Context: an optimization exercise on an open-source flow, tuned for small area, a short achievable clock period and few clock cycles per item. The choices shown serve that exercise and are no tape-out recipe.
In this exercise RTL edits were held to simulation tests only and were not proved equivalent to the original.
No activity file was given, so power comes from the tool's default toggle rates.

### flow/design.v
package pe_pkg;
    localparam int DATA_W = 16;
    localparam int CFG_W = 8;
    localparam int SPAD_DEPTH = 12;
    localparam int SPAD_AW = 4;
    localparam int IN_FIFO_DEPTH = 4;
    localparam int OUT_FIFO_DEPTH = 6;
endpackage
module booth_tree (
    input  logic [15:0] a,
    input  logic [7:0]  neg,
    input  logic [7:0]  one,
    input  logic [7:0]  two,
    input  logic [15:0] x,
    output logic [38:0] pv
);
    logic [16:0] a2;
    assign a2 = {a, 1'b0};
    logic [15:0] pp0;
    assign pp0 = (({16{one[0]}} & a[15:0]) | ({16{two[0]}} & a2[15:0])) ^ {16{neg[0]}};
    logic [13:0] pp1;
    assign pp1 = (({14{one[1]}} & a[13:0]) | ({14{two[1]}} & a2[13:0])) ^ {14{neg[1]}};
    logic [11:0] pp2;
    assign pp2 = (({12{one[2]}} & a[11:0]) | ({12{two[2]}} & a2[11:0])) ^ {12{neg[2]}};
    logic [9:0] pp3;
    assign pp3 = (({10{one[3]}} & a[9:0]) | ({10{two[3]}} & a2[9:0])) ^ {10{neg[3]}};
    logic [7:0] pp4;
    assign pp4 = (({8{one[4]}} & a[7:0]) | ({8{two[4]}} & a2[7:0])) ^ {8{neg[4]}};
    logic [5:0] pp5;
    assign pp5 = (({6{one[5]}} & a[5:0]) | ({6{two[5]}} & a2[5:0])) ^ {6{neg[5]}};
    logic [3:0] pp6;
    assign pp6 = (({4{one[6]}} & a[3:0]) | ({4{two[6]}} & a2[3:0])) ^ {4{neg[6]}};
    logic [1:0] pp7;
    assign pp7 = (({2{one[7]}} & a[1:0]) | ({2{two[7]}} & a2[1:0])) ^ {2{neg[7]}};
    wire t1 = neg[0] ^ x[0];
    wire t2 = neg[0] & x[0];
    wire t3 = x[1] ^ t2;
    wire t4 = x[1] & t2;
    wire t5 = neg[1] ^ x[2] ^ pp0[2];
    wire t6 = (neg[1] & x[2]) | (neg[1] & pp0[2]) | (x[2] & pp0[2]);
    wire t7 = pp1[0] ^ t4;
    wire t8 = pp1[0] & t4;
    wire t9 = x[3] ^ pp0[3] ^ pp1[1];
    wire t10 = (x[3] & pp0[3]) | (x[3] & pp1[1]) | (pp0[3] & pp1[1]);
    wire t11 = t6 ^ t8;
    wire t12 = t6 & t8;
    wire t13 = neg[2] ^ x[4] ^ pp0[4];
    wire t14 = (neg[2] & x[4]) | (neg[2] & pp0[4]) | (x[4] & pp0[4]);
    wire t15 = pp1[2] ^ pp2[0] ^ t10;
    wire t16 = (pp1[2] & pp2[0]) | (pp1[2] & t10) | (pp2[0] & t10);
    wire t17 = t13 ^ t12;
    wire t18 = t13 & t12;
    wire t19 = x[5] ^ pp0[5] ^ pp1[3];
    wire t20 = (x[5] & pp0[5]) | (x[5] & pp1[3]) | (pp0[5] & pp1[3]);
    wire t21 = pp2[1] ^ t14 ^ t19;
    wire t22 = (pp2[1] & t14) | (pp2[1] & t19) | (t14 & t19);
    wire t23 = t16 ^ t18;
    wire t24 = t16 & t18;
    wire t25 = neg[3] ^ x[6] ^ pp0[6];
    wire t26 = (neg[3] & x[6]) | (neg[3] & pp0[6]) | (x[6] & pp0[6]);
    wire t27 = pp1[4] ^ pp2[2] ^ pp3[0];
    wire t28 = (pp1[4] & pp2[2]) | (pp1[4] & pp3[0]) | (pp2[2] & pp3[0]);
    wire t29 = t20 ^ t25 ^ t27;
    wire t30 = (t20 & t25) | (t20 & t27) | (t25 & t27);
    wire t31 = t22 ^ t29;
    wire t32 = t22 & t29;
    wire t33 = x[7] ^ pp0[7] ^ pp1[5];
    wire t34 = (x[7] & pp0[7]) | (x[7] & pp1[5]) | (pp0[7] & pp1[5]);
    wire t35 = pp2[3] ^ pp3[1] ^ t26;
    wire t36 = (pp2[3] & pp3[1]) | (pp2[3] & t26) | (pp3[1] & t26);
    wire t37 = t28 ^ t33 ^ t30;
    wire t38 = (t28 & t33) | (t28 & t30) | (t33 & t30);
    wire t39 = t35 ^ t32;
    wire t40 = t35 & t32;
    wire t41 = neg[4] ^ x[8] ^ pp0[8];
    wire t42 = (neg[4] & x[8]) | (neg[4] & pp0[8]) | (x[8] & pp0[8]);
    wire t43 = pp1[6] ^ pp2[4] ^ pp3[2];
    wire t44 = (pp1[6] & pp2[4]) | (pp1[6] & pp3[2]) | (pp2[4] & pp3[2]);
    wire t45 = pp4[0] ^ t34 ^ t41;
    wire t46 = (pp4[0] & t34) | (pp4[0] & t41) | (t34 & t41);
    wire t47 = t43 ^ t36 ^ t45;
    wire t48 = (t43 & t36) | (t43 & t45) | (t36 & t45);
    wire t49 = x[9] ^ pp0[9] ^ pp1[7];
    wire t50 = (x[9] & pp0[9]) | (x[9] & pp1[7]) | (pp0[9] & pp1[7]);
    wire t51 = pp2[5] ^ pp3[3] ^ pp4[1];
    wire t52 = (pp2[5] & pp3[3]) | (pp2[5] & pp4[1]) | (pp3[3] & pp4[1]);
    wire t53 = t42 ^ t44 ^ t49;
    wire t54 = (t42 & t44) | (t42 & t49) | (t44 & t49);
    wire t55 = t51 ^ t46 ^ t53;
    wire t56 = (t51 & t46) | (t51 & t53) | (t46 & t53);
    wire t57 = neg[5] ^ x[10] ^ pp0[10];
    wire t58 = (neg[5] & x[10]) | (neg[5] & pp0[10]) | (x[10] & pp0[10]);
    wire t59 = pp1[8] ^ pp2[6] ^ pp3[4];
    wire t60 = (pp1[8] & pp2[6]) | (pp1[8] & pp3[4]) | (pp2[6] & pp3[4]);
    wire t61 = pp4[2] ^ pp5[0] ^ t50;
    wire t62 = (pp4[2] & pp5[0]) | (pp4[2] & t50) | (pp5[0] & t50);
    wire t63 = t52 ^ t57 ^ t59;
    wire t64 = (t52 & t57) | (t52 & t59) | (t57 & t59);
    wire t65 = t54 ^ t61 ^ t63;
    wire t66 = (t54 & t61) | (t54 & t63) | (t61 & t63);
    wire t67 = x[11] ^ pp0[11] ^ pp1[9];
    wire t68 = (x[11] & pp0[11]) | (x[11] & pp1[9]) | (pp0[11] & pp1[9]);
    wire t69 = pp2[7] ^ pp3[5] ^ pp4[3];
    wire t70 = (pp2[7] & pp3[5]) | (pp2[7] & pp4[3]) | (pp3[5] & pp4[3]);
    wire t71 = pp5[1] ^ t58 ^ t60;
    wire t72 = (pp5[1] & t58) | (pp5[1] & t60) | (t58 & t60);
    wire t73 = t67 ^ t69 ^ t62;
    wire t74 = (t67 & t69) | (t67 & t62) | (t69 & t62);
    wire t75 = neg[6] ^ x[12] ^ pp0[12];
    wire t76 = (neg[6] & x[12]) | (neg[6] & pp0[12]) | (x[12] & pp0[12]);
    wire t77 = pp1[10] ^ pp2[8] ^ pp3[6];
    wire t78 = (pp1[10] & pp2[8]) | (pp1[10] & pp3[6]) | (pp2[8] & pp3[6]);
    wire t79 = pp4[4] ^ pp5[2] ^ pp6[0];
    wire t80 = (pp4[4] & pp5[2]) | (pp4[4] & pp6[0]) | (pp5[2] & pp6[0]);
    wire t81 = t68 ^ t70 ^ t75;
    wire t82 = (t68 & t70) | (t68 & t75) | (t70 & t75);
    wire t83 = t77 ^ t79 ^ t72;
    wire t84 = (t77 & t79) | (t77 & t72) | (t79 & t72);
    wire t85 = t81 ^ t74;
    wire t86 = t81 & t74;
    wire t87 = x[13] ^ pp0[13] ^ pp1[11];
    wire t88 = (x[13] & pp0[13]) | (x[13] & pp1[11]) | (pp0[13] & pp1[11]);
    wire t89 = pp2[9] ^ pp3[7] ^ pp4[5];
    wire t90 = (pp2[9] & pp3[7]) | (pp2[9] & pp4[5]) | (pp3[7] & pp4[5]);
    wire t91 = pp5[3] ^ pp6[1] ^ t76;
    wire t92 = (pp5[3] & pp6[1]) | (pp5[3] & t76) | (pp6[1] & t76);
    wire t93 = t78 ^ t80 ^ t87;
    wire t94 = (t78 & t80) | (t78 & t87) | (t80 & t87);
    wire t95 = t89 ^ t82 ^ t91;
    wire t96 = (t89 & t82) | (t89 & t91) | (t82 & t91);
    wire t97 = neg[7] ^ x[14] ^ pp0[14];
    wire t98 = (neg[7] & x[14]) | (neg[7] & pp0[14]) | (x[14] & pp0[14]);
    wire t99 = pp1[12] ^ pp2[10] ^ pp3[8];
    wire t100 = (pp1[12] & pp2[10]) | (pp1[12] & pp3[8]) | (pp2[10] & pp3[8]);
    wire t101 = pp4[6] ^ pp5[4] ^ pp6[2];
    wire t102 = (pp4[6] & pp5[4]) | (pp4[6] & pp6[2]) | (pp5[4] & pp6[2]);
    wire t103 = pp7[0] ^ t88 ^ t90;
    wire t104 = (pp7[0] & t88) | (pp7[0] & t90) | (t88 & t90);
    wire t105 = t97 ^ t99 ^ t101;
    wire t106 = (t97 & t99) | (t97 & t101) | (t99 & t101);
    wire t107 = t92 ^ t94 ^ t103;
    wire t108 = (t92 & t94) | (t92 & t103) | (t94 & t103);
    wire t109 = x[15] ^ pp0[15] ^ pp1[13] ^ pp2[11] ^ pp3[9] ^ pp4[7] ^ pp5[5] ^ pp6[3] ^ pp7[1];
    wire t110 = t98 ^ t100 ^ t102 ^ t104 ^ t106;
    assign pv[0] = pp0[0];
    assign pv[1] = t1;
    assign pv[2] = pp0[1];
    assign pv[3] = t3;
    assign pv[4] = t5;
    assign pv[5] = t7;
    assign pv[6] = t9;
    assign pv[7] = t11;
    assign pv[8] = t15;
    assign pv[9] = t17;
    assign pv[10] = t21;
    assign pv[11] = t23;
    assign pv[12] = t24;
    assign pv[13] = t31;
    assign pv[14] = t37;
    assign pv[15] = t39;
    assign pv[16] = t38;
    assign pv[17] = t40;
    assign pv[18] = t47;
    assign pv[19] = t48;
    assign pv[20] = t55;
    assign pv[21] = t56;
    assign pv[22] = t65;
    assign pv[23] = t64;
    assign pv[24] = t71;
    assign pv[25] = t73;
    assign pv[26] = t66;
    assign pv[27] = t83;
    assign pv[28] = t85;
    assign pv[29] = t93;
    assign pv[30] = t84;
    assign pv[31] = t95;
    assign pv[32] = t86;
    assign pv[33] = t105;
    assign pv[34] = t96;
    assign pv[35] = t107;
    assign pv[36] = t109;
    assign pv[37] = t108;
    assign pv[38] = t110;
endmodule
module acc_tree (
    input  logic [15:0] acc,
    input  logic [38:0] pv,
    output logic [15:0] s,
    output logic [15:0] c
);
    wire u111 = acc[0] ^ pv[0];
    wire u112 = acc[0] & pv[0];
    wire u113 = acc[1] ^ pv[2] ^ pv[3];
    wire u114 = (acc[1] & pv[2]) | (acc[1] & pv[3]) | (pv[2] & pv[3]);
    wire u115 = acc[2] ^ pv[4] ^ pv[5];
    wire u116 = (acc[2] & pv[4]) | (acc[2] & pv[5]) | (pv[4] & pv[5]);
    wire u117 = acc[3] ^ pv[6] ^ pv[7];
    wire u118 = (acc[3] & pv[6]) | (acc[3] & pv[7]) | (pv[6] & pv[7]);
    wire u119 = acc[4] ^ pv[8] ^ pv[9];
    wire u120 = (acc[4] & pv[8]) | (acc[4] & pv[9]) | (pv[8] & pv[9]);
    wire u121 = acc[5] ^ pv[10] ^ pv[11];
    wire u122 = (acc[5] & pv[10]) | (acc[5] & pv[11]) | (pv[10] & pv[11]);
    wire u123 = acc[6] ^ pv[12] ^ pv[13];
    wire u124 = (acc[6] & pv[12]) | (acc[6] & pv[13]) | (pv[12] & pv[13]);
    wire u125 = acc[7] ^ pv[14] ^ pv[15];
    wire u126 = (acc[7] & pv[14]) | (acc[7] & pv[15]) | (pv[14] & pv[15]);
    wire u127 = acc[8] ^ pv[16] ^ pv[17];
    wire u128 = (acc[8] & pv[16]) | (acc[8] & pv[17]) | (pv[16] & pv[17]);
    wire u129 = pv[18] ^ u126;
    wire u130 = pv[18] & u126;
    wire u131 = acc[9] ^ pv[19] ^ pv[20];
    wire u132 = (acc[9] & pv[19]) | (acc[9] & pv[20]) | (pv[19] & pv[20]);
    wire u133 = u128 ^ u131;
    wire u134 = u128 & u131;
    wire u135 = acc[10] ^ pv[21] ^ pv[22];
    wire u136 = (acc[10] & pv[21]) | (acc[10] & pv[22]) | (pv[21] & pv[22]);
    wire u137 = u132 ^ u135;
    wire u138 = u132 & u135;
    wire u139 = acc[11] ^ pv[23] ^ pv[24];
    wire u140 = (acc[11] & pv[23]) | (acc[11] & pv[24]) | (pv[23] & pv[24]);
    wire u141 = pv[25] ^ pv[26] ^ u136;
    wire u142 = (pv[25] & pv[26]) | (pv[25] & u136) | (pv[26] & u136);
    wire u143 = u139 ^ u138;
    wire u144 = u139 & u138;
    wire u145 = acc[12] ^ pv[27] ^ pv[28];
    wire u146 = (acc[12] & pv[27]) | (acc[12] & pv[28]) | (pv[27] & pv[28]);
    wire u147 = u140 ^ u145 ^ u142;
    wire u148 = (u140 & u145) | (u140 & u142) | (u145 & u142);
    wire u149 = acc[13] ^ pv[29] ^ pv[30];
    wire u150 = (acc[13] & pv[29]) | (acc[13] & pv[30]) | (pv[29] & pv[30]);
    wire u151 = pv[31] ^ pv[32] ^ u146;
    wire u152 = (pv[31] & pv[32]) | (pv[31] & u146) | (pv[32] & u146);
    wire u153 = u149 ^ u151;
    wire u154 = u149 & u151;
    wire u155 = acc[14] ^ pv[33] ^ pv[34];
    wire u156 = (acc[14] & pv[33]) | (acc[14] & pv[34]) | (pv[33] & pv[34]);
    wire u157 = pv[35] ^ u150 ^ u155;
    wire u158 = (pv[35] & u150) | (pv[35] & u155) | (u150 & u155);
    wire u159 = u152 ^ u157;
    wire u160 = u152 & u157;
    wire u161 = acc[15] ^ pv[36];
    wire u162 = pv[37] ^ pv[38];
    wire u163 = u161 ^ u162;
    wire u164 = u163 ^ u156;
    wire u165 = u164 ^ u158;
    assign s[0] = pv[1];
    assign c[0] = u111;
    assign s[1] = u112;
    assign c[1] = u113;
    assign s[2] = u114;
    assign c[2] = u115;
    assign s[3] = u116;
    assign c[3] = u117;
    assign s[4] = u118;
    assign c[4] = u119;
    assign s[5] = u120;
    assign c[5] = u121;
    assign s[6] = u122;
    assign c[6] = u123;
    assign s[7] = u124;
    assign c[7] = u125;
    assign s[8] = u127;
    assign c[8] = u129;
    assign s[9] = u130;
    assign c[9] = u133;
    assign s[10] = u134;
    assign c[10] = u137;
    assign s[11] = u141;
    assign c[11] = u143;
    assign s[12] = u144;
    assign c[12] = u147;
    assign s[13] = u153;
    assign c[13] = u148;
    assign s[14] = u154;
    assign c[14] = u159;
    assign s[15] = u165;
    assign c[15] = u160;
endmodule
module mac_core (
    input  logic        clk,
    input  logic [15:0] a,
    input  logic [7:0]  neg,
    input  logic [7:0]  one,
    input  logic [7:0]  two,
    input  logic [15:0] x,
    input  logic [15:0] acc,
    output logic [15:0] s,
    output logic [15:0] c
);
    logic [38:0] pv, pv_r;
    booth_tree t1 (.a(a), .neg(neg), .one(one), .two(two), .x(x), .pv(pv));
    always_ff @(posedge clk)
        pv_r <= pv;
    acc_tree t2 (.acc(acc), .pv(pv_r), .s(s), .c(c));
endmodule
module pe_top (
    input  logic                      clk,
    input  logic                      rstn,
    input  logic [pe_pkg::CFG_W-1:0]  filter_size,
    input  logic                      iact_write_en,
    input  logic [pe_pkg::DATA_W-1:0] data_iact_in,
    output logic                      iact_ready,
    input  logic                      weight_write_en,
    input  logic [pe_pkg::DATA_W-1:0] data_weight_in,
    output logic                      weight_ready,
    input  logic                      psum_write_en,
    input  logic [pe_pkg::DATA_W-1:0] data_psum_in,
    output logic                      psum_ready,
    input  logic                      psum_read_en,
    output logic [pe_pkg::DATA_W-1:0] data_psum_out,
    output logic                      psum_out_valid
);
    logic [15:0] a_r, p_r;
    logic [7:0]  neg_r, one_r, two_r;    
    logic        va, vb, vp;
    logic [16:0] w_ext;
    logic [7:0]  w_neg, w_one, w_two;
    assign w_ext = {data_weight_in, 1'b0};
    always_comb begin
        for (int k = 0; k < 8; k++) begin
            w_neg[k] = w_ext[2*k+2];
            w_one[k] = w_ext[2*k+1] ^ w_ext[2*k];
            w_two[k] = (w_ext[2*k+2] & ~w_ext[2*k+1] & ~w_ext[2*k])
                     | (~w_ext[2*k+2] & w_ext[2*k+1] & w_ext[2*k]);
        end
    end
    logic        first_r;      
    logic [3:0]  rem;          
    logic        last_r;       
    logic        v2;           
    logic        first2;       
    logic        last2;        
    logic        out_v;        
    logic        en_r;         
    logic        prdy_r;       
    logic        rdy_a_r;      
    logic        rdy_b_r;      
    logic        rst_q;        
    logic        fire;
    assign fire   = va && vb && en_r;
    assign iact_ready   = rdy_a_r;
    assign weight_ready = rdy_b_r;
    assign psum_ready   = prdy_r;
    always_ff @(posedge clk) begin
        if (iact_ready)   a_r <= data_iact_in;
        if (weight_ready) begin
            neg_r <= w_neg;
            one_r <= w_one;
            two_r <= w_two;
        end
        if (psum_ready)   p_r <= data_psum_in;
    end
    logic        va_n, vb_n, vp_n, first_n, last_n, out_v_n, en_n;
    logic [3:0]  rem_n;
    logic [3:0]  fs_m1;
    assign fs_m1   = filter_size[3:0] - 4'd1;
    assign va_n    = iact_ready   ? iact_write_en   : va;
    assign vb_n    = weight_ready ? weight_write_en : vb;
    assign vp_n    = psum_ready   ? psum_write_en   : vp;
    assign first_n = fire ? last_r : first_r;
    assign rem_n   = first_n ? fs_m1 : (fire ? rem - 4'd1 : rem);
    assign last_n  = first_n ? (filter_size[3:0] == 4'd1)
                             : (rem == (fire ? 4'd1 : 4'd0));
    assign out_v_n = (v2 && last2) || (out_v && !psum_read_en);
    assign en_n    = (!first_n || (vp_n && !(fire && first_r)))
                     && (!last_n || (!out_v_n && !(fire && last_r)));
    always_ff @(posedge clk) begin
        if (!rstn) begin
            va      <= 1'b0;
            vb      <= 1'b0;
            vp      <= 1'b0;
            first_r <= 1'b1;
            v2      <= 1'b0;
            out_v   <= 1'b0;
            en_r    <= 1'b0;
            prdy_r  <= 1'b1;
            rdy_a_r <= 1'b1;
            rdy_b_r <= 1'b1;
        end else begin
            va      <= va_n;
            vb      <= vb_n;
            vp      <= vp_n;
            first_r <= first_n;
            v2      <= fire;
            out_v   <= out_v_n;
            en_r    <= en_n;
            prdy_r  <= !vp_n || (fire && first_r);
            rdy_a_r <= !va_n || (vb_n && en_n);
            rdy_b_r <= !vb_n || (va_n && en_n);
        end
    end
    always_ff @(posedge clk) begin
        rst_q  <= !rstn;
        rem    <= rem_n;
        last_r <= last_n;
    end
    logic [15:0] acc, out_r;
    logic [15:0] sum;
    logic [15:0] acc_s, acc_c;
    mac_core mac (
        .clk (clk),
        .a   (a_r),
        .neg (neg_r),
        .one (one_r),
        .two (two_r),
        .x   (first_r ? p_r : 16'd0),
        .acc (acc),
        .s   (acc_s),
        .c   (acc_c)
    );
    always_ff @(posedge clk) begin
        if (fire) begin
            first2 <= first_r;
            last2  <= last_r;
        end
    end
    assign sum = acc_s + acc_c;
    always_ff @(posedge clk) begin
        if (rst_q || (v2 && last2))
            acc <= '0;
        else if (v2)
            acc <= sum;
        if (v2 && last2)
            out_r <= sum;
    end
    assign psum_out_valid = out_v;
    assign data_psum_out  = out_r;
endmodule
### flow/flow/run.sh
#!/bin/bash
set -euo pipefail
export BUFFER_PORTS_ARGS="-buffer_cell sky130_fd_sc_hd__buf_1"
export CTS_ARGS="-sink_clustering_enable -repair_clock_nets -buf_list sky130_fd_sc_hd__clkbuf_8 -dont_use_dummy_load"
bash standard.sh finish > standard.log 2>&1
### flow/standard.sh
#!/bin/bash
# synth_recipe.tcl (not shown) runs the flow's synth.tcl, then flattens the netlist and writes it again
# the make line also repeats each setting of config.mk as NAME=value (left out here)
make -C /OpenROAD-flow-scripts/flow DESIGN_CONFIG=/design/flow/config.mk WORK_HOME=/design/flow/orfs CLKGATE_MAP_FILE= SYNTH_SCRIPT=/design/flow/synth_recipe.tcl "${@:-finish}"
### flow/config.mk
export PLATFORM = sky130hd
export DESIGN_NAME = pe_top
export DESIGN_NICKNAME = pe_top
export VERILOG_FILES = /design/flow/design.v
export SDC_FILE = /design/flow/constraint.sdc
export NUM_CORES = 4
export LEC_CHECK = 0
export CAP_MARGIN = 20
export CORE_MARGIN = 2
export CORE_UTILIZATION = 40
export SETUP_SLACK_MARGIN = 4.1
export SLEW_MARGIN = 20
### flow/constraint.sdc
create_clock -name core_clock -period 7.0 [get_ports {clk}]
set_input_delay 1.4000 -clock core_clock [delete_from_list [all_inputs] [get_ports {clk}]]
set_output_delay 1.4000 -clock core_clock [all_outputs]
set_load 0.01 [all_outputs]
==> results by group, run 1 <==
Drt
  – Final ANT Viol Nets: 0
  – Number of remaining DRC errors: 0
  – Via density: 4.90
  – Total vias in the final route: 5177
  – Drt pass-1 iters: 7
  – 1st-iter DRT viols: 276
  – DR WL/cell: 15.4 um
  – DRT Wirelength: 16200 um

Yosys
  – Async SR Flop Fraction: 0%
  – Most used DFF post-synth: edfxtp_1
  – Avg Inst Size Synth: 11.7 um2
  – Flops & latches, synth: ~140
  – Post-synth net total: 872
  – Synthesized instance count: 712
  – Sequential area share after synthesis: 44.0%
  – Mapped Area: between 8000 and 9000 um2
  – EDFF count, synth: 77
  – Number of synthesis warnings: 2
  – Count of cell types in the netlist: 42

Critical path
  – WP data required: between 7 and 8 ns
  – Kind of end point of the critical path: flip-flop
  – Most used cell, CP: ha_1
  – Startpoint Class: flip-flop
  – WS Path Type: flip-flop to flip-flop
  – Slowest CP cell: fa_1
  – Critical-path maximum fanout: 5
  – Reg2Reg Depth: 8
  – Max incr delay on CP: 0.47 ns
  – Crit path arrival time: 2.99 ns
  – Crit-path cells: fa_1 -> ha_1 -> ha_1 -> ha_1 -> a21o_1 -> a21o_1 -> or3_1 -> and2_1

Place
  – DP HPWL: between 10000 and 15000 um
  – # port buffers: 77
  – Gpl congestion: 0.839

Timing
  – RSZ-0062 raised after global routing: no
  – Setup TNS: 0 ns
  – Clock Skews: 0.0183 ns
  – Crit share post-route: between 30% and 40%
  – Slew of the pin with the lowest slew margin: 0.862 ns
  – Post-layout min period: approximately 2.8 ns
  – FMAX: 358 MHz
  – Slew Limit Fails: 0
  – Final setup viols: 0
  – Slew Limit Headroom: between 40% and 50%
  – Fin. Hold Viols: 0

Clocking
  – H-tree depth: 4
  – Number of hold buffers added after cts: 0
  – Clk root buf: clkbuf_8
  – Clock transition at the registers of the reported paths: 0.07 ns
  – Bufs on Longest Clock Path: 2
  – Sink Count: around 140
  – CTS tree: built
  – CTS Buf Count: 17
  – Worst skew pair latency: 0.45 ns

Final layout
  – Fin util: 45.6%
  – Layout net count: 949
  – # diodes: 0
  – Share of layout cells above drive strength 1: 6.73%
  – Area Growth Syn to Fin: 11.4%
  – Filler cells: 1937

Global routing
  – GRT Overall Usage: 15.8%
  – Initial antenna violation count: 0
  – Overflow after GRT: 0
  – First-pass GRT wire length: 26700 um
  – Number of global-route vias before repair: 5175
  – Largest net degree at the start of global routing: 26

Hold path
  – WHS Path Cells: 1
  – Hold Path Class: flip-flop to flip-flop

Pwr
  – Total power per unit cell area: between 400 and 500 nW/um2
  – Leakage Power: about 3.6 nW
  – Peak supply drop: 246 uV

Floorplan
  – Die height: 148 um
  – DIE WIDTH: 148 um
  – Core box area: 20300 um2
  – Die area: 21900 um2
  – FP Rows: 52
  – Io pins: 82
  – Initial Utilization: a little over 40%

Flow run
  – Maxcap violations: 0

Outcome
  – Status: timing/DRC/antenna clean
metrics by stage:
stage	hold slack, ns	instances	instance area, um2	setup slack (ns)	total power [mW]
2_1_floorplan	0.445	712	8310	4.16	2.78
3_3_place_gp	0.468	1028	8830	3.98	3.19
3_5_place_dp	0.474	1028	8830	3.97	3.20
4_1_cts	0.495	1046	9070	4.13	3.70
5_1_grt	0.527	1057	9250	4.09	4.23
6_report	0.488	1057	9250	4.21	3.83
final timing paths:
kind | slack [ns] | from | end
max | 4.21 | acc[10] | out_r[13]
min | 0.49 | acc[11] | acc[11]
max reg2reg | 4.21 | acc[10] | out_r[13]
min reg2reg | 0.49 | acc[11] | acc[11]
worst max-delay path, delay by kind of cell, from the launching register on:
| family | cells | cell delay (ns) |
|---|---|---|
| flip-flops | 1 | 0.35 |
| AND/OR/NAND/NOR | 2 | 0.52 |
| AO/OA/AOI/OAI | 2 | 0.37 |
| adder cells (fa/ha/maj) | 4 | 1.31 |
per-layer routing:
metal / up-vias / share of wire (%) / track usage (%)
met3: 15 / 3.8 / 3.19
met5: - / 0 / 0
met4: 0 / 1.7 / 4.86
li1: 2544 / - / -
met2: 126 / 49 / 26.8
met1: 2492 / 45 / 20.5
flip-flops by register name (all words and copies together) (netlist names), 4 cells and up:
name	flops
one_r	8
out_r	16
a_r	16
mac.pv_r	39
rem	4
p_r	16
two_r	8
acc	16
neg_r	8
power breakdown:
| part | switching, mW | internal, mW | total, mW |
|---|---|---|---|
| Sequential | 0.108 | 1.14 | 1.25 |
| Clock | 0.261 | 0.213 | 0.474 |
| Combinational | 1.13 | 0.977 | 2.11 |
layout by cell type, fill, tap and decap left out, types with 2 or more instances in the layout:
master,count
or3_1,3
nor2_1,28
a21oi_1,17
nand3b_1,6
a211oi_1,3
nand2_1,33
xnor2_1,77
mux2i_1,15
edfxtp_1,77
xor2_1,33
and2_1,15
dfxtp_1,64
xnor2_2,2
o22ai_1,2
ha_1,30
fa_1,63
o21a_1,2
nand2b_1,11
buf_1,77
and3_2,2
buf_4,14
a21oi_2,3
dfxtp_2,2
a221o_1,3
o21ai_0,17
nor3_1,4
a22oi_1,64
a21o_1,4
clkbuf_8,17
a22o_1,2
ha_4,4
nand3_1,6
inv_1,70
cells by family after synthesis:
family / share of synthesized area [%]
AND/OR/NAND/NOR: 6.58
buffers and inverters: 4.80
flip-flops: 44.0
multiplexers: 1.81
AO/OA/AOI/OAI: 10.5
adder cells (fa/ha/maj): 20.5
XOR/XNOR: 11.8
Yosys cell counts (4+ instances only):
cell | number | share of area, %
a21o_1 | 4 | 0.36
a21oi_1 | 19 | 1.1
a22oi_1 | 64 | 5.8
and2_1 | 15 | 1.1
buf_2 | 4 | 0.24
clkbuf_1 | 27 | 1.2
dfxtp_1 | 67 | 16
edfxtp_1 | 77 | 28
fa_1 | 64 | 15
ha_1 | 34 | 5.1
inv_1 | 70 | 3.2
mux2i_1 | 15 | 1.8
nand2_1 | 33 | 1.5
nand2b_1 | 11 | 0.83
nand3_1 | 6 | 0.36
nand3b_1 | 6 | 0.54
nor2_1 | 28 | 1.3
nor3_1 | 4 | 0.24
o21ai_0 | 18 | 1.1
xnor2_1 | 79 | 8.3
xor2_1 | 33 | 3.5
area by class of cell:
class | count | area, um2 | area share [%]
Clock buffer | 17 | 234 | 2.53
Inverter | 71 | 267 | 2.88
Multi-Input combinational cell | 463 | 4340 | 46.9
Sequential cell | 144 | 3660 | 39.6
Tap cell | 270 | 338 | 3.65
Timing Repair Buffer | 92 | 414 | 4.48
what timing repair did:
item                       4_1_cts  5_1_grt
gates resized for setup          3       13
setup buffers                    1       11
setup endpoints to repair        7       18
pin swaps                        0        4
gates cloned                     0        0
Testbench counts, summed over its fixed seeds: cycles 18,441, rows 2,394.
==> inputs of run 2 (changes only) <==
==> flow/flow/run.sh (replaced) <==
#!/bin/bash
set -euo pipefail
export BUFFER_PORTS_ARGS="-buffer_cell sky130_fd_sc_hd__buf_1"
export CTS_ARGS="-sink_clustering_enable -repair_clock_nets -buf_list sky130_fd_sc_hd__clkbuf_8 -dont_use_dummy_load"
export SKIP_LAST_GASP="1"
bash standard.sh finish > standard.log 2>&1
==> results by group, run 2 <==
Hold path
  – Hold Path Class: flip-flop to flip-flop

Critical path
  – Crit path arrival time: 2.99 ns (about the same)
  – CP bufs+invs: 0 (unchanged)
  – Critical-path maximum fanout: 5 (unchanged)
  – Most used cell, CP: ha_1
  – Startpoint Class: flip-flop
  – Slowest CP cell: fa_1
  – WS Path Type: flip-flop to flip-flop
  – Crit-path cells: fa_1 -> ha_1 -> ha_1 -> ha_1 -> a21o_1 -> a21o_1 -> or3_1 -> and2_1
  – CP delay by family, top: adder cells
  – WP data required: 7.20 ns (about the same)
  – Kind of end point of the critical path: flip-flop
  – Max incr delay on CP: 0.47 ns (about the same)

Yosys
  – Flops & latches, synth: 144 (unchanged)
  – Synth top area share: 27.8% (unchanged)
  – Async SR Flop Fraction: 0% (unchanged)
  – Avg Inst Size Synth: 11.7 um2 (unchanged)
  – Post-synth net total: 872 (unchanged)
  – Synthesized instance count: 712 (unchanged)
  – Commonest cells post-synth: xnor2_1 (79), edfxtp_1 (77), inv_1 (70)
  – Sequential area share after synthesis: 44.0% (unchanged)
  – Yosys top cell by area: edfxtp_1
  – Most used DFF post-synth: edfxtp_1
  – Most frequent cell after synthesis: xnor2_1
  – Count of cell types in the netlist: 42 (unchanged)
  – Area contributors post-synth: edfxtp_1 (28%), dfxtp_1 (16%), fa_1 (15%)
  – Mapped Area: 8310 um2 (unchanged)
  – EDFF count, synth: 77 (unchanged)
  – Number of synthesis warnings: 2 (unchanged)

Timing
  – Slew Limit Headroom: 42.5% (unchanged)
  – Clock Skews: 0.0183 ns (unchanged)
  – Setup TNS: 0 ns (unchanged)
  – RSZ-0062 raised after global routing: no
  – Slew of the pin with the lowest slew margin: 0.862 ns (unchanged)
  – FMAX: 358 MHz (unchanged)
  – Fin. Hold Viols: 0 (unchanged)
  – Post-layout min period: 2.79 ns (unchanged)
  – Final setup viols: 0 (unchanged)
  – Slew Limit Fails: 0 (unchanged)
  – Crit share post-route: 39.9% (unchanged)

Clocking
  – Clock transition at the registers of the reported paths: 0.07 ns (about the same)
  – Sink Count: 144 (unchanged)
  – CTS Buf Count: 17 (unchanged)
  – CTS tree: built
  – Worst skew pair latency: 0.45 ns (about the same)
  – Bufs on Longest Clock Path: 2 (unchanged)
  – H-tree depth: 4 (unchanged)
  – Clk root buf: clkbuf_8

Final layout
  – Most frequent cells in the layout: xnor2_1 (77), edfxtp_1 (77), buf_1 (77)
  – Fin util: 45.6% (unchanged)
  – Multi-input gate area: 4340 um2 (unchanged)
  – Filler cells: 1937 (unchanged)
  – # diodes: 0 (unchanged)
  – Non-filler cells, final: 1057 (unchanged)
  – Design area: 9250 um2 (unchanged)
  – Share of layout cells above drive strength 1: 6.73% (unchanged)
  – Area Growth Syn to Fin: 11.4% (unchanged)
  – Layout net count: 949 (unchanged)
  – Max FFs per register: 39 (unchanged)
  – Largest Register: mac.pv_r
  – Register area: 3660 um2 (unchanged)

Drt
  – Final ANT Viol Nets: 0 (unchanged)
  – Via density: 4.90 (unchanged)
  – DR WL/cell: 15.4 um (unchanged)
  – Number of remaining DRC errors: 0 (unchanged)
  – Total vias in the final route: 5177 (unchanged)
  – DRT Wirelength: 16200 um (unchanged)
  – Drt pass-1 iters: 7 (unchanged)
  – 1st-iter DRT viols: 276 (unchanged)

Place
  – Placed inst area: 8830 um2 (unchanged)
  – DP HPWL: 12300 um (unchanged)
  – # port buffers: 77 (unchanged)
  – Gpl congestion: 0.839 (unchanged)
  – Placed Cells: 1028 (unchanged)

Floorplan
  – FP Rows: 52 (unchanged)
  – DIE WIDTH: 148 um (unchanged)
  – Initial Utilization: 40.9% (unchanged)
  – Die height: 148 um (unchanged)
  – Die area: 21900 um2 (unchanged)
  – Core box area: 20300 um2 (unchanged)
  – Io pins: 82 (unchanged)

Pwr
  – Switch share: 39.2% (unchanged)
  – Total power: 3.83 mW (unchanged)
  – Sw Pwr: 1.50 mW (unchanged)
  – Power share of the clock group: 12.4% (about the same)
  – Int Pwr: 2.33 mW (unchanged)
  – Total power per unit cell area: 413 nW/um2 (unchanged)
  – Part of the power in combinational logic: 55.1% (about the same)
  – Seq pwr share: 32.6% (about the same)
  – Leakage Power: 3.63 nW (unchanged)
  – Peak supply drop: 246 uV (unchanged)

Global routing
  – Number of global-route vias before repair: 5175 (unchanged)
  – Met2 usage: 26.8% (unchanged)
  – Overflow after GRT: 0 (unchanged)
  – GRT Overall Usage: 15.8% (unchanged)
  – GR Layer Usage met3: 3.19% (unchanged)
  – Largest net degree at the start of global routing: 26 (unchanged)
  – Busiest grt layer: met2
  – Met1 GRT Util: 20.5% (unchanged)
  – First-pass GRT wire length: 26700 um (unchanged)
  – Initial antenna violation count: 0 (unchanged)

Flow run
  – Maxcap violations: 0 (unchanged)

Outcome
  – Status: timing/DRC/antenna clean
[run 2: cell counts after synthesis]
Identical to the previous run, type by type.
[run 2: what timing repair did]
action                                  CTS  global route
hold buffers                              0             0
setup buffers                             1            11
pin swaps                                 0             4
gates resized for setup                   3            13
endpoints found under the setup margin    7            18
[run 2: routing by layer]
layer	vias up	routed length [um]
li1	2544	-
met1	2492	7340
met2	126	7990
met3	15	623
met4	0	279
met5	-	0
[run 2: final timing paths]
| path | slack, ns | start | cells after the start | to |
|---|---|---|---|---|
| setup / recovery | 4.21 | acc[10] | 8 | out_r[13] |
| hold / removal | 0.49 | acc[11] | 1 | acc[11] |
| setup reg to reg | 4.21 | acc[10] | 8 | out_r[13] |
| hold reg to reg | 0.49 | acc[11] | 1 | acc[11] |
[run 2: per-stage QoR]
step / hold WS [ns] / setup slack [ns]
5_1_grt: 0.527 / 4.09
4_1_cts: 0.495 / 4.13
2_1_floorplan: 0.445 / 4.16
6_report: 0.488 / 4.21
3_3_place_gp: 0.468 / 3.98
3_5_place_dp: 0.474 / 3.97
[run 2: layout make-up]
cell class              count  area share (%)
inverters                  71            2.88
multi-input cells         463            46.9
repair buffers             92            4.48
clock buffers              17            2.53
well taps                 270            3.65
flip-flops and latches    144            39.6
[run 2: kinds of logic (layout without fill, tap and decap cells)]
group	after synthesis	in the layout	synth area share, %
xor+xnor	112	112	11.8
flops	144	144	44.0
mux	15	15	1.81
fa+ha+maj	98	98	20.5
compound gates	126	126	10.5
buf+inv	105	180	4.80
simple gates	112	112	6.58
[run 2: power by group through the flow]
stage | clock network, mW | logic [mW] | registers, mW
6_report | 0.474 | 2.11 | 1.25
5_1_grt | 0.528 | 2.44 | 1.26
4_1_cts | 0.494 | 1.95 | 1.25
3_5_place_dp | 0 | 1.93 | 1.27
3_3_place_gp | 0 | 1.92 | 1.27
2_1_floorplan | 0 | 1.56 | 1.21
==> inputs of run 3 (changes only) <==
==> flow/flow/run.sh (replaced) <==
#!/bin/bash
set -euo pipefail
export BUFFER_PORTS_ARGS="-buffer_cell sky130_fd_sc_hd__buf_1"
export CTS_ARGS="-sink_clustering_enable -repair_clock_nets -buf_list sky130_fd_sc_hd__clkbuf_8 -dont_use_dummy_load"
export SKIP_GATE_CLONING="1"
bash standard.sh finish > standard.log 2>&1
==> results by group, run 3 <==
Clocking
  – CTS Buf Count: 17 (unchanged)
  – Worst skew pair latency: 0.45 ns (about the same)
  – H-tree depth: 4 (unchanged)
  – Clk root buf: clkbuf_8
  – Clock transition at the registers of the reported paths: 0.07 ns (about the same)
  – CTS tree: built
  – Number of hold buffers added after cts: 0 (unchanged)
  – Sink Count: 144 (unchanged)
  – Bufs on Longest Clock Path: 2 (unchanged)

Final layout
  – Most frequent cells in the layout: xnor2_1 (77), edfxtp_1 (77), buf_1 (77)
  – Max FFs per register: 39 (unchanged)
  – Area Growth Syn to Fin: 11.4% (unchanged)
  – # diodes: 0 (unchanged)
  – Layout net count: 949 (unchanged)
  – Largest Register: mac.pv_r
  – Share of layout cells above drive strength 1: 6.73% (unchanged)

Timing
  – RSZ-0062 raised after global routing: no
  – Clock Skews: 0.0183 ns (unchanged)
  – Slew Limit Headroom: 42.5% (unchanged)
  – Setup TNS: 0 ns (unchanged)
  – Slew of the pin with the lowest slew margin: 0.862 ns (unchanged)
  – FMAX: 358 MHz (unchanged)
  – Slew Limit Fails: 0 (unchanged)
  – Fin. Hold Viols: 0 (unchanged)
  – Final setup viols: 0 (unchanged)
  – Post-layout min period: 2.79 ns (unchanged)
  – Crit share post-route: 39.9% (unchanged)

Yosys
  – Avg Inst Size Synth: 11.7 um2 (unchanged)
  – Yosys top cell by area: edfxtp_1
  – Async SR Flop Fraction: 0% (unchanged)
  – Area contributors post-synth: edfxtp_1 (28%), dfxtp_1 (16%), fa_1 (15%)
  – Most frequent cell after synthesis: xnor2_1
  – Most used DFF post-synth: edfxtp_1
  – Commonest cells post-synth: xnor2_1 (79), edfxtp_1 (77), inv_1 (70)
  – Flops & latches, synth: 144 (unchanged)
  – Mapped Area: 8310 um2 (unchanged)
  – Number of synthesis warnings: 2 (unchanged)
  – EDFF count, synth: 77 (unchanged)
  – Count of cell types in the netlist: 42 (unchanged)
  – Sequential area share after synthesis: 44.0% (unchanged)
  – Post-synth net total: 872 (unchanged)
  – Synth top area share: 27.8% (unchanged)
  – Synthesized instance count: 712 (unchanged)

Critical path
  – Reg2Reg Depth: 8 (unchanged)
  – Max incr delay on CP: 0.47 ns (about the same)
  – Most used cell, CP: ha_1
  – Worst R2R Start: acc[10]
  – Critical-path maximum fanout: 5 (unchanged)
  – Flop2flop setup slack: 4.21 ns (about the same)
  – R2R Path End: out_r[13]
  – WP data required: 7.20 ns (about the same)
  – Crit path arrival time: 2.99 ns (about the same)
  – Startpoint Class: flip-flop
  – Setup crit start: acc[10]
  – Crit-path cells: fa_1 -> ha_1 -> ha_1 -> ha_1 -> a21o_1 -> a21o_1 -> or3_1 -> and2_1
  – Kind of end point of the critical path: flip-flop
  – Slowest CP cell: fa_1
  – WS Path Type: flip-flop to flip-flop

Pwr
  – Total power per unit cell area: 413 nW/um2 (unchanged)
  – Leakage Power: 3.63 nW (unchanged)
  – Peak supply drop: 246 uV (unchanged)
  – Total power: 3.83 mW (unchanged)

Floorplan
  – Initial Utilization: 40.9% (unchanged)
  – Io pins: 82 (unchanged)
  – Die height: 148 um (unchanged)
  – Core box area: 20300 um2 (unchanged)
  – FP Rows: 52 (unchanged)
  – DIE WIDTH: 148 um (unchanged)
  – Die area: 21900 um2 (unchanged)

Drt
  – Total vias in the final route: 5177 (unchanged)
  – Via density: 4.90 (unchanged)
  – Drt pass-1 iters: 7 (unchanged)
  – Number of remaining DRC errors: 0 (unchanged)
  – DRT Wirelength: 16200 um (unchanged)
  – Final ANT Viol Nets: 0 (unchanged)
  – DR WL/cell: 15.4 um (unchanged)
  – Met2 wire length: 7990 um (unchanged)
  – Highest metal used: met4
  – Wl on met1: 7340 um (unchanged)
  – 1st-iter DRT viols: 276 (unchanged)
  – Met3 wire len: 623 um (unchanged)

Global routing
  – Overflow after GRT: 0 (unchanged)
  – Largest net degree at the start of global routing: 26 (unchanged)
  – Initial antenna violation count: 0 (unchanged)
  – First-pass GRT wire length: 26700 um (unchanged)
  – Number of global-route vias before repair: 5175 (unchanged)
  – GRT Overall Usage: 15.8% (unchanged)

Flow run
  – Maxcap violations: 0 (unchanged)

Place
  – DP HPWL: 12300 um (unchanged)
  – Gpl congestion: 0.839 (unchanged)
  – # port buffers: 77 (unchanged)

Hold path
  – Hold Path Class: flip-flop to flip-flop
  – HP Start: acc[11]
  – WHS Path Cells: 1 (unchanged)
  – Hold Crit Endpoint: acc[11]

Outcome
  – Status: timing/DRC/antenna clean
## run 3: cell counts after synthesis
Identical to the previous run, type by type.
## run 3: per-stage QoR
step / hold slack [ns] / cell area, um2 / util, % / cells / worst slack [ns]
floorplan: 0.445 / 8310 / - / 712 / 4.16
global placement: 0.468 / 8830 / 43.5 / 1028 / 3.98
detailed placement: 0.474 / 8830 / 43.5 / 1028 / 3.97
CTS: 0.495 / 9070 / 44.7 / 1046 / 4.13
global route: 0.527 / 9250 / 45.6 / 1057 / 4.09
finish: 0.488 / 9250 / 45.6 / 1057 / 4.21
## run 3: cell type report
class | instances | area, um2
multi-input cells | 463 | 4340
well taps | 270 | 338
repair buffers | 92 | 414
flip-flops and latches | 144 | 3660
fillers | 1937 | 11000
clock buffers | 17 | 234
inverters | 71 | 267
## run 3: worst max path at each step
stage | slack, ns | to
after CTS | 4.13 | out_r[13]
final | 4.21 | out_r[13]
after floorplan | 4.16 | mac.pv_r[15]
after global placement | 3.98 | rdy_b_r
after global routing | 4.09 | out_r[12]
after detailed placement | 3.97 | rdy_b_r
## run 3: what timing repair did
action,in CTS,in global routing
buffers inserted,1,11
pin swaps,0,4
gates resized for setup,3,13
setup endpoints to repair,7,18
## run 3: cells by family (layout without fill, tap and decap cells)
| family | Yosys count | after routing | share of synthesized area, % |
|---|---|---|---|
| compound gates | 126 | 126 | 10.5 |
| flops | 144 | 144 | 44.0 |
| simple gates | 112 | 112 | 6.58 |
| mux | 15 | 15 | 1.81 |
| fa+ha+maj | 98 | 98 | 20.5 |
| buf+inv | 105 | 180 | 4.80 |
| xor+xnor | 112 | 112 | 11.8 |
## run 3: per-layer routing
metal / GRT usage (%) / vias up
met2: 26.8 / 126
met3: 3.19 / 15
met4: 4.86 / 0
met5: 0 / -
met1: 20.5 / 2492
li1: - / 2544
## run 3: power by group
| group | internal [mW] | total (mW) | switching, mW |
|---|---|---|---|
| logic | 0.977 | 2.11 | 1.13 |
| registers | 1.14 | 1.25 | 0.108 |
| clock network | 0.213 | 0.474 | 0.261 |
## run 3: worst max-delay path, delay by kind of cell (launching register included)
| kind | cells | cell delay [ns] |
|---|---|---|
| compound gates | 2 | 0.37 |
| fa+ha+maj | 4 | 1.31 |
| flops | 1 | 0.35 |
| simple gates | 2 | 0.52 |
==> inputs of run 4 (changes only) <==
==> flow/flow/run.sh (replaced) <==
#!/bin/bash
set -euo pipefail
export BUFFER_PORTS_ARGS="-buffer_cell sky130_fd_sc_hd__buf_1"
export CTS_ARGS="-sink_clustering_enable -repair_clock_nets -buf_list sky130_fd_sc_hd__clkbuf_8 -dont_use_dummy_load"
bash standard.sh finish > standard.log 2>&1
--- a/flow/config.mk
+++ b/flow/config.mk
@@ -9,4 +9,4 @@
 export CORE_MARGIN = 2
 export CORE_UTILIZATION = 40
-export SETUP_SLACK_MARGIN = 4.1
+export SETUP_SLACK_MARGIN = 4.2
 export SLEW_MARGIN = 20
==> results by group, run 4 <==
Final layout
  – Largest Register: mac.pv_r
  – Register area: 3660 um2 (about the same)
  – # diodes: 0 (unchanged)
  – Layout net count: 977 (+3.0%)
  – Design area: 9540 um2 (+3.1%)
  – Filler cells: 1938 (+0.052%)
  – Max FFs per register: 39 (unchanged)
  – Fin util: 47.0% (+1.4 points)
  – Most frequent cells in the layout: edfxtp_1 (77), buf_1 (77), xnor2_1 (75)
  – Area Growth Syn to Fin: 14.8%
  – Share of layout cells above drive strength 1: 11.4% (+4.7 points)
  – Multi-input gate area: 4400 um2 (+1.4%)

Pwr
  – Total power per unit cell area: 418 nW/um2 (+0.99%)
  – Peak supply drop: 257 uV (+4.7%)
  – Int Pwr: 2.44 mW (+4.9%)
  – Power share of the clock group: 12.0% (-0.4 points)
  – Seq pwr share: 31.0% (-1.6 points)
  – Leakage Power: 3.78 nW (+4.2%)
  – Switch share: 38.7% (-0.46 points)
  – Part of the power in combinational logic: 57.0% (+1.9 points)
  – Sw Pwr: 1.54 mW (+2.9%)

Yosys
  – Simple-gate share of the synthesized area: 6.58% (unchanged)
  – Synthesized instance count: 712 (unchanged)
  – Sequential area share after synthesis: 44.0% (unchanged)
  – XOR/XNOR share of the synthesized area: 11.8% (unchanged)
  – Async SR Flop Fraction: 0% (unchanged)
  – Synth Area in Compound Gates: 10.5% (unchanged)
  – Multiplexer share of the synthesized area: 1.81% (unchanged)
  – Mapped Area: 8310 um2 (unchanged)
  – Number of synthesis warnings: 2 (unchanged)
  – Most frequent cell after synthesis: xnor2_1
  – Flops & latches, synth: 144 (unchanged)
  – Largest family of logic cells by synthesized area: adder cells
  – Most used DFF post-synth: edfxtp_1
  – EDFF count, synth: 77 (unchanged)
  – Adder-Cell Fraction of Synth Area: 20.5% (unchanged)
  – Avg Inst Size Synth: 11.7 um2 (unchanged)
  – Post-synth net total: 872 (unchanged)
  – Yosys top cell by area: edfxtp_1
  – Count of cell types in the netlist: 42 (unchanged)
  – Commonest cells post-synth: xnor2_1 (79), edfxtp_1 (77), inv_1 (70)
  – Area contributors post-synth: edfxtp_1 (28%), dfxtp_1 (16%), fa_1 (15%)
  – Synth top area share: 27.8% (unchanged)

Critical path
  – Startpoint Class: flip-flop
  – WS Path Type: flip-flop to flip-flop
  – Crit path arrival time: 2.97 ns (-0.02 ns)
  – Critical-path maximum fanout: 4 (-1)
  – WP data required: 7.20 ns (about the same)
  – Kind of end point of the critical path: flip-flop

Timing
  – Post-layout min period: 2.77 ns (-0.0258 ns)
  – RSZ-0062 raised after global routing: yes
  – Clock Skews: 0.0237 ns (+0.00542 ns)
  – Slew Limit Fails: 0 (unchanged)
  – Setup TNS: 0 ns (unchanged)
  – Slew of the pin with the lowest slew margin: 0.837 ns (-0.0248 ns)
  – Final setup viols: 0 (unchanged)
  – Crit share post-route: 39.5% (-0.37 points)
  – Fin. Hold Viols: 0 (unchanged)
  – FMAX: 361 MHz (+0.93%)
  – Slew Limit Headroom: 44.2% (+1.7 points)

Drt
  – DR WL/cell: 15.4 um (+0.49%)
  – Drt pass-1 iters: 5 (-2)
  – Total vias in the final route: 5369 (+3.7%)
  – Via density: 4.95 (+1.0%)
  – Final ANT Viol Nets: 0 (unchanged)
  – 1st-iter DRT viols: 247 (-11%)
  – Number of remaining DRC errors: 0 (unchanged)
  – DRT Wirelength: 16700 um (+3.2%)

Place
  – Gpl congestion: 0.838 (-0.15%)
  – DP HPWL: 12300 um (+0.20%)
  – # port buffers: 77 (unchanged)
  – Placed inst area: 8830 um2 (unchanged)

Floorplan
  – FP Rows: 52 (unchanged)
  – Initial Utilization: 40.9% (unchanged)
  – Die area: 21900 um2 (unchanged)
  – Die height: 148 um (unchanged)
  – DIE WIDTH: 148 um (unchanged)
  – Io pins: 82 (unchanged)
  – Core box area: 20300 um2 (unchanged)

Clocking
  – Clk root buf: clkbuf_8
  – Sink Count: 144 (unchanged)
  – H-tree depth: 4 (unchanged)
  – Clock transition at the registers of the reported paths: 0.07 ns (about the same)
  – Number of hold buffers added after cts: 0 (unchanged)
  – CTS tree: built
  – Worst skew pair latency: 0.45 ns (about the same)
  – CTS Buf Count: 17 (unchanged)
  – Bufs on Longest Clock Path: 2 (unchanged)

Flow run
  – Maxcap violations: 0 (unchanged)

Global routing
  – Initial antenna violation count: 0 (unchanged)
  – GRT Overall Usage: 16.1% (+0.32 points)
  – Largest net degree at the start of global routing: 26 (unchanged)
  – Overflow after GRT: 0 (unchanged)
  – Number of global-route vias before repair: 5279 (+2.0%)
  – First-pass GRT wire length: 27200 um (+1.7%)

Hold path
  – Hold Path Class: flip-flop to flip-flop

Outcome
  – Status: timing/DRC/antenna clean
-- run 4: worst max-delay path: stages, from the launching register on --
cell,delay [ns]
dfxtp_2,0.32
fa_1,0.57
ha_4,0.22
and2_4,0.16
a221o_1,0.39
o2111ai_2,0.26
a21oi_2,0.11
o31a_1,0.32
nor2_2,0.12
xor2_1,0.06
-- run 4: layer usage --
| layer | vias to the layer above | wire [um] | track usage, % |
|---|---|---|---|
| met1 | 2615 | 7490 | 20.7 |
| met5 | - | 0 | 0 |
| met4 | 0 | 452 | 6.52 |
| met3 | 21 | 657 | 3.34 |
| met2 | 128 | 8150 | 26.8 |
| li1 | 2605 | - | - |
-- run 4: logic make-up after synthesis --
group,after synthesis
flops,144
compound gates,126
simple gates,112
buf+inv,105
mux,15
xor+xnor,112
fa+ha+maj,98
-- run 4: final cells by class --
class / count / area share (%)
repair buffers: 120 / 6.68
inverters: 71 / 2.79
flip-flops and latches: 144 / 38.4
well taps: 270 / 3.54
multi-input cells: 463 / 46.1
clock buffers: 17 / 2.45
-- run 4: per-stage QoR --
step	power [mW]	worst slack, ns	cells	hold WS [ns]
final	3.98	4.23	1085	0.491
after global routing	4.37	4.10	1085	0.521
after CTS	3.81	4.17	1052	0.496
after detailed placement	3.20	3.97	1028	0.476
after global placement	3.19	3.96	1028	0.468
after floorplan	2.78	4.25	712	0.445
-- run 4: timing repair --
action,4_1_cts,5_1_grt
cloned,0,0
pin swaps,3,14
gates resized for setup,8,20
endpoints found under the setup margin,15,20
setup buffers,7,33
-- run 4: worst paths after layout --
| kind | from | to | slack [ns] | cells after the start |
|---|---|---|---|---|
| worst max register to register | mac.pv_r[9] | out_r[15] | 4.23 | 9 |
| worst min-delay path | acc[11] | acc[11] | 0.49 | 1 |
| worst max-delay path | mac.pv_r[9] | out_r[15] | 4.23 | 9 |
| worst min register to register | acc[11] | acc[11] | 0.49 | 1 |
-- run 4: power by group through the flow --
stage	logic, mW	registers (mW)	clock network (mW)
after global routing	2.60	1.25	0.525
after detailed placement	1.92	1.28	0
after CTS	2.07	1.25	0.498
after floorplan	1.56	1.21	0
final	2.27	1.23	0.476
after global placement	1.92	1.27	0
==> inputs of run 5 (changes only) <==
--- a/flow/config.mk
+++ b/flow/config.mk
@@ -9,4 +9,4 @@
 export CORE_MARGIN = 2
 export CORE_UTILIZATION = 40
-export SETUP_SLACK_MARGIN = 4.2
+export SETUP_SLACK_MARGIN = 4.3
 export SLEW_MARGIN = 20
==> results by group, run 5 <==
Floorplan
  – FP Rows: 52 (unchanged)
  – Io pins: 82 (unchanged)
  – Die area: 21900 um2 (unchanged)
  – DIE WIDTH: 148 um (unchanged)
  – Initial Utilization: 40.9% (unchanged)
  – Die height: 148 um (unchanged)
  – Core box area: 20300 um2 (unchanged)

Pwr
  – Leakage Power: 3.85 nW (+1.9%)
  – Total power per unit cell area: 438 nW/um2 (+4.8%)
  – Int Pwr: 2.63 mW (+7.6%)
  – Part of the power in combinational logic: 60.1% (+3.1 points)
  – Sw Pwr: 1.66 mW (+8.0%)
  – Seq pwr share: 28.7% (-2.3 points)
  – Switch share: 38.8% (+0.077 points)
  – Peak supply drop: 278 uV (+8.2%)
  – Total power: 4.29 mW (+7.7%)
  – Power share of the clock group: 11.3% (-0.7 points)

Timing
  – Setup TNS: 0 ns (unchanged)
  – Final setup viols: 0 (unchanged)
  – Clock Skews: 0.0241 ns (+0.000409 ns)
  – FMAX: 366 MHz (+1.3%)
  – Post-layout min period: 2.73 ns (-0.0355 ns)
  – RSZ-0062 raised after global routing: yes
  – Fin. Hold Viols: 0 (unchanged)
  – Hold WS: 0.489 ns (-0.00274 ns)
  – Slew Limit Fails: 0 (unchanged)
  – Slew of the pin with the lowest slew margin: 0.848 ns (+0.0111 ns)
  – Slew Limit Headroom: 43.5% (-0.74 points)
  – Crit share post-route: 39.0% (-0.51 points)

Clocking
  – Bufs on Longest Clock Path: 2 (unchanged)
  – Clk root buf: clkbuf_8
  – Number of hold buffers added after cts: 0 (unchanged)
  – Sink Count: 144 (unchanged)
  – H-tree depth: 4 (unchanged)
  – Clock transition at the registers of the reported paths: 0.08 ns (about the same)
  – CTS Buf Count: 17 (unchanged)
  – CTS tree: built
  – Worst skew pair latency: 0.45 ns (about the same)

Yosys
  – Commonest cells post-synth: xnor2_1 (79), edfxtp_1 (77), inv_1 (70)
  – Async SR Flop Fraction: 0% (unchanged)
  – Number of synthesis warnings: 2 (unchanged)
  – Post-synth net total: 872 (unchanged)
  – Flops & latches, synth: 144 (unchanged)
  – Synth top area share: 27.8% (unchanged)
  – Mapped Area: 8310 um2 (unchanged)
  – Synthesized instance count: 712 (unchanged)
  – Yosys top cell by area: edfxtp_1
  – Avg Inst Size Synth: 11.7 um2 (unchanged)
  – Sequential area share after synthesis: 44.0% (unchanged)
  – Most used DFF post-synth: edfxtp_1
  – Count of cell types in the netlist: 42 (unchanged)
  – EDFF count, synth: 77 (unchanged)
  – Area contributors post-synth: edfxtp_1 (28%), dfxtp_1 (16%), fa_1 (15%)
  – Most frequent cell after synthesis: xnor2_1

Drt
  – Via density: 4.89 (-1.2%)
  – DR WL/cell: 15.4 um (about the same)
  – DRT Wirelength: 16900 um (+1.1%)
  – Final ANT Viol Nets: 0 (unchanged)
  – Total vias in the final route: 5368 (-0.019%)
  – Number of remaining DRC errors: 0 (unchanged)
  – 1st-iter DRT viols: 369 (+49%)
  – Drt pass-1 iters: 5 (unchanged)

Place
  – # port buffers: 77 (unchanged)
  – DP HPWL: 12200 um (-0.87%)
  – Gpl congestion: 0.832 (-0.74%)

Critical path
  – Kind of end point of the critical path: flip-flop
  – Startpoint Class: flip-flop
  – WS Path Type: flip-flop to flip-flop
  – WP data required: 7.21 ns (about the same)
  – Crit path arrival time: 2.94 ns (-0.03 ns)
  – Critical-path maximum fanout: 3 (-1)

Final layout
  – Max FFs per register: 39 (unchanged)
  – Share of layout cells above drive strength 1: 15.9% (+4.5 points)
  – Fin util: 48.3% (+1.3 points)
  – Area Growth Syn to Fin: 18.0%
  – Largest Register: mac.pv_r
  – Layout net count: 990 (+1.3%)
  – # diodes: 0 (unchanged)
  – Most frequent cells in the layout: edfxtp_1 (77), buf_1 (77), xnor2_1 (74)

Outcome
  – Status: timing/DRC/antenna clean

Hold path
  – Hold Path Class: flip-flop to flip-flop

Global routing
  – GRT Overall Usage: 16.5% (+0.36 points)
  – First-pass GRT wire length: 27600 um (+1.5%)
  – Number of global-route vias before repair: 5449 (+3.2%)
  – Largest net degree at the start of global routing: 26 (unchanged)
  – Overflow after GRT: 0 (unchanged)
  – Initial antenna violation count: 0 (unchanged)

Flow run
  – Maxcap violations: 0 (unchanged)
[run 5: cell count changes in the layout (fill, tap and decap cells not counted), moves of 2 or more]
| cell | previous run | this run |
|---|---|---|
| a21oi_1 | 17 | 15 |
| o21ai_1 | 0 | 2 |
| o21ai_0 | 17 | 15 |
| buf_4 | 41 | 49 |
| ha_4 | 6 | 11 |
| inv_1 | 70 | 68 |
| ha_1 | 27 | 21 |
| a22oi_1 | 64 | 55 |
| a22oi_2 | 0 | 9 |
| inv_2 | 0 | 2 |
| buf_6 | 0 | 3 |
| dfxtp_1 | 62 | 59 |
| dfxtp_2 | 4 | 6 |
[run 5: layer usage]
metal	routed length, um	share of wire (%)	up-vias	track usage (%)
met5	0	0	-	0
li1	-	-	2626	-
met1	7450	44	2608	21.2
met3	692	4.1	21	3.34
met4	329	1.9	0	6.19
met2	8470	50	113	27.6
[run 5: path summary, 6_finish.rpt]
path                     from   endpoint  slack (ns)  cells after the start
setup / recovery  mac.pv_r[8]  out_r[13]        4.27                      8
hold / removal        acc[11]    acc[11]        0.49                      1
setup reg to reg  mac.pv_r[8]  out_r[13]        4.27                      8
hold reg to reg       acc[11]    acc[11]        0.49                      1
[run 5: metrics by stage]
step / setup slack [ns] / cell area (um2) / instances
2_1_floorplan: 4.32 / 8320 / 712
3_3_place_gp: 3.96 / 8840 / 1028
3_5_place_dp: 4.01 / 8840 / 1028
4_1_cts: 4.27 / 9480 / 1075
5_1_grt: 4.21 / 9810 / 1098
6_report: 4.27 / 9810 / 1098
[run 5: critical path, cell delays in order, from the launching register on]
cell	delay (ns)
dfxtp_2	0.33
fa_1	0.58
ha_4	0.21
and2_4	0.15
a221o_1	0.36
o2111ai_2	0.29
a21oi_4	0.09
or3_1	0.33
and2_1	0.17
[run 5: kinds of logic after synthesis]
| family | count (synthesis) | synth area share [%] |
|---|---|---|
| simple gates | 112 | 6.58 |
| xor+xnor | 112 | 11.8 |
| compound gates | 126 | 10.5 |
| buf+inv | 105 | 4.80 |
| mux | 15 | 1.81 |
| flops | 144 | 44.0 |
| fa+ha+maj | 98 | 20.5 |
[run 5: layout make-up]
cell class / instances / area [um2]
inverters: 71 / 267
well taps: 270 / 338
repair buffers: 133 / 741
clock buffers: 17 / 234
fillers: 1894 / 10500
multi-input cells: 463 / 4560
flip-flops and latches: 144 / 3670
[run 5: power by group through the flow]
| stage | Sequential, mW | Combinational (mW) | Clock [mW] |
|---|---|---|---|
| 5_1_grt | 1.25 | 2.91 | 0.531 |
| 3_3_place_gp | 1.27 | 1.95 | 0 |
| 6_report | 1.23 | 2.58 | 0.484 |
| 3_5_place_dp | 1.27 | 1.96 | 0 |
| 2_1_floorplan | 1.21 | 1.58 | 0 |
| 4_1_cts | 1.23 | 2.37 | 0.504 |
[run 5: timing repair]
| action | 4_1_cts | 5_1_grt |
|---|---|---|
| pin swaps | 21 | 27 |
| setup buffers | 30 | 23 |
| gates resized for setup | 26 | 36 |
| gates cloned | 0 | 0 |
| setup endpoints to repair | 27 | 25 |
==> inputs of run 6 (changes only) <==
--- a/flow/config.mk
+++ b/flow/config.mk
@@ -9,4 +9,5 @@
 export CORE_MARGIN = 2
 export CORE_UTILIZATION = 40
-export SETUP_SLACK_MARGIN = 4.3
+export GPL_TIMING_DRIVEN = 0
+export SETUP_SLACK_MARGIN = 4.0
 export SLEW_MARGIN = 20
==> results by group, run 6 <==
Outcome
  – Status: timing/DRC/antenna clean

Timing
  – Clock Skews: 0.0194 ns (-0.00472 ns)
  – Crit share post-route: 41.3% (+2.2 points)
  – Slew Limit Headroom: 39.9% (-3.6 points)
  – Setup TNS: 0 ns (unchanged)
  – RSZ-0062 raised after global routing: yes
  – Slew Limit Fails: 0 (unchanged)
  – Hold WS: 0.487 ns (-0.00163 ns)
  – Final setup viols: 0 (unchanged)
  – Fin. Hold Viols: 0 (unchanged)
  – FMAX: 346 MHz (-5.4%)
  – Slew of the pin with the lowest slew margin: 0.902 ns (+0.0535 ns)
  – Post-layout min period: 2.89 ns (+0.157 ns)

Yosys
  – Number of synthesis warnings: 2 (unchanged)
  – Mapped Area: 8310 um2 (unchanged)
  – Most used DFF post-synth: edfxtp_1
  – Count of cell types in the netlist: 42 (unchanged)
  – Most frequent cell after synthesis: xnor2_1
  – Async SR Flop Fraction: 0% (unchanged)
  – Avg Inst Size Synth: 11.7 um2 (unchanged)
  – Sequential area share after synthesis: 44.0% (unchanged)
  – Simple-gate share of the synthesized area: 6.58% (unchanged)
  – Largest family of logic cells by synthesized area: adder cells
  – Post-synth net total: 872 (unchanged)
  – XOR/XNOR share of the synthesized area: 11.8% (unchanged)
  – Adder-Cell Fraction of Synth Area: 20.5% (unchanged)
  – Flops & latches, synth: 144 (unchanged)
  – EDFF count, synth: 77 (unchanged)
  – Area contributors post-synth: edfxtp_1 (28%), dfxtp_1 (16%), fa_1 (15%)
  – Synth Area in Compound Gates: 10.5% (unchanged)
  – Synthesized instance count: 712 (unchanged)
  – Yosys top cell by area: edfxtp_1
  – Commonest cells post-synth: xnor2_1 (79), edfxtp_1 (77), inv_1 (70)
  – Multiplexer share of the synthesized area: 1.81% (unchanged)
  – Synth top area share: 27.8% (unchanged)

Global routing
  – Initial antenna violation count: 0 (unchanged)
  – Largest net degree at the start of global routing: 27 (+3.8%)
  – GRT Overall Usage: 17.0% (+0.48 points)
  – Number of global-route vias before repair: 5310 (-2.6%)
  – Overflow after GRT: 0 (unchanged)
  – First-pass GRT wire length: 28200 um (+2.1%)

Clocking
  – Worst skew pair latency: 0.45 ns (about the same)
  – Sink Count: 144 (unchanged)
  – Clock transition at the registers of the reported paths: 0.08 ns (about the same)
  – CTS Buf Count: 17 (unchanged)
  – CTS tree: built
  – Bufs on Longest Clock Path: 2 (unchanged)
  – Clk root buf: clkbuf_8
  – H-tree depth: 4 (unchanged)

Drt
  – Via density: 4.89 (about the same)
  – 1st-iter DRT viols: 348 (-5.7%)
  – DR WL/cell: 16.0 um (+3.6%)
  – Drt pass-1 iters: 5 (unchanged)
  – DRT Wirelength: 17200 um (+1.6%)
  – Number of remaining DRC errors: 0 (unchanged)
  – Final ANT Viol Nets: 0 (unchanged)
  – Total vias in the final route: 5270 (-1.8%)

Final layout
  – Non-filler cells, final: 1077 (-1.9%)
  – Most common cell after layout, fill and taps aside: xnor2_1
  – Share of layout cells above drive strength 1: 6.07% (-9.9 points)
  – Filler cells: 1970 (+4.0%)
  – Layout net count: 969 (-2.1%)
  – # diodes: 0 (unchanged)
  – Largest Register: mac.pv_r
  – Max FFs per register: 39 (unchanged)
  – Fin util: 45.4% (-2.9 points)
  – Area Growth Syn to Fin: 11.0%
  – Most frequent cells in the layout: xnor2_1 (79), buf_1 (78), edfxtp_1 (77)

Critical path
  – WP data required: 7.32 ns (+0.11 ns)
  – Slowest CP cell: fa_1
  – Max incr delay on CP: 0.51 ns (-0.07 ns)
  – Startpoint Class: flip-flop
  – Crit path arrival time: 3.21 ns (+0.27 ns)
  – Crit-path cells: clkbuf_1 -> a22oi_1 -> xnor2_1 -> fa_1 -> inv_1 -> fa_1 -> inv_1 -> ha_1 -> ha_1
  – Kind of end point of the critical path: flip-flop
  – Critical-path maximum fanout: 10 (+7)
  – WS Path Type: flip-flop to flip-flop
  – CP delay by family, top: adder cells
  – CP bufs+invs: 3 (+3)

Place
  – Gpl congestion: 0.838 (+0.81%)
  – Placed Cells: 1059 (+3.0%)
  – DP HPWL: 13400 um (+9.8%)
  – # port buffers: 77 (unchanged)

Pwr
  – Leakage Power: 3.63 nW (-5.8%)
  – Total power: 3.73 mW (-13%)
  – Total power per unit cell area: 405 nW/um2 (-7.5%)
  – Peak supply drop: 203 uV (-27%)

Floorplan
  – Die area: 21900 um2 (unchanged)
  – Initial Utilization: 40.9% (unchanged)
  – Die height: 148 um (unchanged)
  – Io pins: 82 (unchanged)
  – DIE WIDTH: 148 um (unchanged)
  – FP Rows: 52 (unchanged)
  – Core box area: 20300 um2 (unchanged)

Hold path
  – Hold Path Class: flip-flop to flip-flop

Flow run
  – Maxcap violations: 0 (unchanged)
## run 6: cell counts after synthesis
No cell type changed its count.
## run 6: final timing paths
| path | startpoint | to | slack (ns) | cells after the start |
|---|---|---|---|---|
| hold / removal | acc[11] | acc[11] | 0.49 | 1 |
| setup / recovery | a_r[2] | mac.pv_r[15] | 4.11 | 9 |
| hold reg to reg | acc[11] | acc[11] | 0.49 | 1 |
| setup reg to reg | a_r[2] | mac.pv_r[15] | 4.11 | 9 |
## run 6: cell families after synthesis
| kind of cell | count (synthesis) |
|---|---|
| xor+xnor | 112 |
| buf+inv | 105 |
| mux | 15 |
| flops | 144 |
| fa+ha+maj | 98 |
| compound gates | 126 |
| simple gates | 112 |
## run 6: stage by stage
step           setup slack [ns]  instance area (um2)
2_1_floorplan              4.16                 8310
3_3_place_gp               3.81                 8940
3_5_place_dp               3.76                 8940
4_1_cts                    3.96                 9180
5_1_grt                    3.97                 9220
6_report                   4.11                 9220
## run 6: final cells by class
cell class	instances	area, um2	share of cell area, %
flip-flops and latches	144	3660	39.7
inverters	71	267	2.89
clock buffers	17	234	2.54
multi-input cells	463	4280	46.4
plain buffers	34	151	1.64
repair buffers	78	297	3.22
well taps	270	338	3.66
## run 6: repair_timing
action	CTS	global route
setup buffers	0	1
pin swaps	0	1
hold endpoints to repair	0	0
hold buffers	0	0
gates resized for setup	5	25
setup endpoints to repair	14	20
## run 6: where the power goes
group | switching, mW | internal [mW]
Clock | 0.265 | 0.214
Sequential | 0.0831 | 1.14
Combinational | 1.13 | 0.907
Total | 1.48 | 2.26
## run 6: routing by layer
| metal | vias up | wire [um] | global-route usage [%] |
|---|---|---|---|
| li1 | 2593 | - | - |
| met1 | 2533 | 7800 | 22.6 |
| met2 | 124 | 8240 | 27.7 |
| met3 | 20 | 851 | 3.74 |
| met4 | 0 | 325 | 5.52 |
| met5 | - | 0 | 0 |

Re-timed with assumed drivers on the ports (clkbuf_16 on the clock, buf_2 on other inputs), run 6 has 4.111 ns of setup slack against 4.111 ns with ideal ports, and 3.908 ns once port delays also move by the mid clock arrival of 0.479 ns.
